Source: an optimization exercise on an open RTL-to-GDS flow (aim: small area, a short achievable clock period and few clock cycles per item). Production flows keep margins and buffers that such runs may drop. In this exercise RTL edits were held to simulation tests only and were not proved equivalent to the original.

## gyro_bias_calibrate_convert
module gyro_bias_calibrate_convert (
	input  wire logic        clk,
	input  wire logic        arst_n,
	input  wire logic        cfg_valid,
	output logic             cfg_ready,
	input  wire logic [1:0]  cfg_addr,
	input  wire logic [15:0] cfg_data,
	input  wire logic        s_tvalid,
	output logic             s_tready,
	input  wire logic [63:0] s_tdata,
	input  wire logic [1:0]  s_tuser,
	output logic             m_tvalid,
	input  wire logic        m_tready,
	output logic [95:0]      m_tdata,
	output logic [2:0]       m_tuser
);
clock: 10.0 ns
lec_check: 0
abc_clock_period_in_ps: 3500
cap_margin: 20
core_margin: 2
core_utilization: 40
setup_slack_margin: 5
slew_margin: 20
run.sh (not shown) runs the stock make flow with config.mk's settings and CLKGATE_MAP_FILE= SYNTH_SCRIPT=/design/flow/synth_recipe.tcl, a recipe that flattens the netlist after the stock synthesis.
Testbench counts at the start, summed over its fixed seeds: cycles 2,272, items 1,848.
Rerun with:
--- a/flow/design.v
+++ b/flow/design.v
@@ -931,28 +931,49 @@
 	logic [2:0]  stA_q;
 	logic        cpA_q;
 	logic [24:0] rha_q [3];
 	logic [24:0] rhb_q [3];
 	logic        rcy_q [3];
 	logic [16:0] tha_q, thb_q;
 	logic        tcy_q;
+	logic        s_rdy_q;
+	logic        sk_v_q;
+	logic [63:0] sk_data_q;
+	logic [1:0]  sk_user_q;
 	logic        cwait_q;      
 	logic        m_tvalid_q;
 	logic [91:0] m_data_q;
 	logic [2:0]  m_user_q;
 	logic en;
 	logic take;
+	logic        f_v;
 	logic [63:0] f_data;
 	logic [1:0]  f_user;
 	assign en        = !m_tvalid_q || m_tready;
-	assign s_tready  = en && !hold_q && !cpend_q && !cwait_q;
-	assign take      = s_tvalid && s_tready;
-	assign f_data    = s_tdata;
-	assign f_user    = s_tuser;
+	assign s_tready  = s_rdy_q;
+	assign f_v       = sk_v_q || (s_tvalid && s_rdy_q);
+	assign f_data    = sk_v_q ? sk_data_q : s_tdata;
+	assign f_user    = sk_v_q ? sk_user_q : s_tuser;
+	assign take      = f_v && en && !hold_q && !cpend_q && !cwait_q;
 	assign cfg_ready = 1'b1;
+	always_ff @(posedge clk or negedge arst_n) begin
+		if (!arst_n) begin
+			sk_v_q  <= 1'b0;
+			s_rdy_q <= 1'b0;
+		end else begin
+			sk_v_q  <= f_v && !take;
+			s_rdy_q <= !(f_v && !take);
+		end
+	end
+	always_ff @(posedge clk) begin
+		if (!sk_v_q) begin
+			sk_data_q <= s_tdata;
+			sk_user_q <= s_tuser;
+		end
+	end
 	logic        in_req, in_ok;
 	logic        run_end;
 	logic [15:0] good_nxt;
 	logic [2:0]  st_in;
 	always_comb begin
 		in_req   = f_user[0];
 		in_ok    = f_user[1];
Result: The new run ran to the end with no violations. Worst setup slack is better by 0.013 ns. Wire length went up by 15%. Die area goes up by 4.3%. Global-route usage increases by 2.2 points. Cell count rises by 4.2%. Utilization rises by 0.25 points. Critical path depth grows by 5. Design area came out higher by 4.8%. Sequential share of layout area grows by 0.62 points.
Testbench counts after the change, summed over its fixed seeds: cycles 2,272, items 1,848.

---

Setup of v11:
Another version of the RTL of gyro_bias_calibrate_convert (not shown whole).
Size in the first run: ~7000 cells after synthesis, roughly 680 flip-flops, roughly 65000 um^2 of cells after synthesis.
clock: 10.0 ns
lec_check: 0
abc_clock_period_in_ps: 3500
cap_margin: 0
core_margin: 2
core_utilization: 40
setup_slack_margin: 5
slew_margin: 0
Testbench counts of v11, summed over its fixed seeds: cycles 2,256, items 1,848.
[inputs] v25 vs v11
--- a/flow/design.v
+++ b/flow/design.v
@@ -1090,13 +1090,13 @@
 				sum_q[a] <= {14'd0, dv_r[a], nb_q[a][23:22]};
 		end
 	end
 	always_ff @(posedge clk or negedge arst_n) begin
 		if (!arst_n) begin
 			hold_q    <= 1'b0;
-			cpend_q   <= 1'b0;
+			cpend_q   <= 1'b1;       
 			cwait_q   <= 1'b0;
 			div_run_q <= 1'b0;
 			div_fix_q <= 1'b0;
 			div_cnt_q <= 4'd0;
 			for (int a = 0; a < 3; a++) begin
 				nb_q[a] <= 25'd0;
@@ -1183,17 +1183,14 @@
 	always_ff @(posedge clk or negedge arst_n) begin
 		if (!arst_n)
 			m_tvalid_q <= 1'b0;
 		else if (en)
 			m_tvalid_q <= vA_q;
 	end
-	always_ff @(posedge clk or negedge arst_n) begin
-		if (!arst_n) begin
-			for (int a = 0; a < 3; a++)
-				chi_q[a] <= 16'd0;
-		end else if (en && cpA_q) begin
+	always_ff @(posedge clk) begin
+		if (en && cpA_q) begin
 			for (int a = 0; a < 3; a++)
 				chi_q[a] <= rate[a][15:0];
 		end
 	end
 	always_ff @(posedge clk) begin
 		if (en) begin
[summary]
Per the comparison of v25 with v11, total detailed-routing wirelength moved up; layout clock buffer count has decreased. Count of buffering cells on the critical path with inverters included up 1 in v25 wrt v11. On non-clock buffer area fraction after layout, v11 and v25 are neck and neck. Looking at number of enable-type register cells in the synthesized netlist, v25 sits 48 higher than v11 does. Going from v11 to v25, maximum clock rate rose by 0.74%, final cell count stayed essentially flat. v25 drops more vias than v11. When v25 is set beside v11, its design area turns out to be about 0.7% larger. Maximum number of pins on one net before global-route repair, v25 vs v11: down by more than 10%. In the reports for v11 and v25, the larger post-layout worst setup margin belongs to v25. | total core area | v25 vs v11 | worse |. Minimum clock period after layout is higher on v11.
Testbench counts of v25, summed over its fixed seeds: cycles 2,256, items 1,848.

==> afterwards: timing with drivers on the ports <==
The flow's constraints put no driver on any port. The routed layouts listed below were extracted and timed again, unchanged, in two steps. Step 1: set_driving_cell puts a clkbuf_16 on clk and a buf_2 on each other input, an assumption about the parent block. Step 2 also shifts input and output timing later by t, the mid clock arrival at the registers, as if the neighbouring blocks saw the same clock. Three values: ideal ports, drivers, drivers and shift; two values: the first two.
| run | shift t [ns] | slack for setup (ns) | clock arrival spread, ns | worst data-port slew with drivers (ns) |
|---|---|---|---|---|
| the first run of note 1 | 0.782 | 5.116 / 5.091 / 4.525 | 0.048 / 0.048 | 0.07 |
| the second run of note 1 | 0.800 | 5.129 / 5.191 / 4.391 | 0.045 / 0.045 | 0.22 |
| v11 | 0.796 | 5.016 / 4.990 / 4.566 | 0.075 / 0.075 | 0.06 |
| v25 | 0.802 | 5.052 / 5.007 / 4.426 | 0.064 / 0.063 | 0.22 |
After both steps setup and hold are still met in every run listed. For the second run of note 1, which loses most, drivers alone change the setup slack by +0.062 ns; drivers and shift together by -0.738 ns.
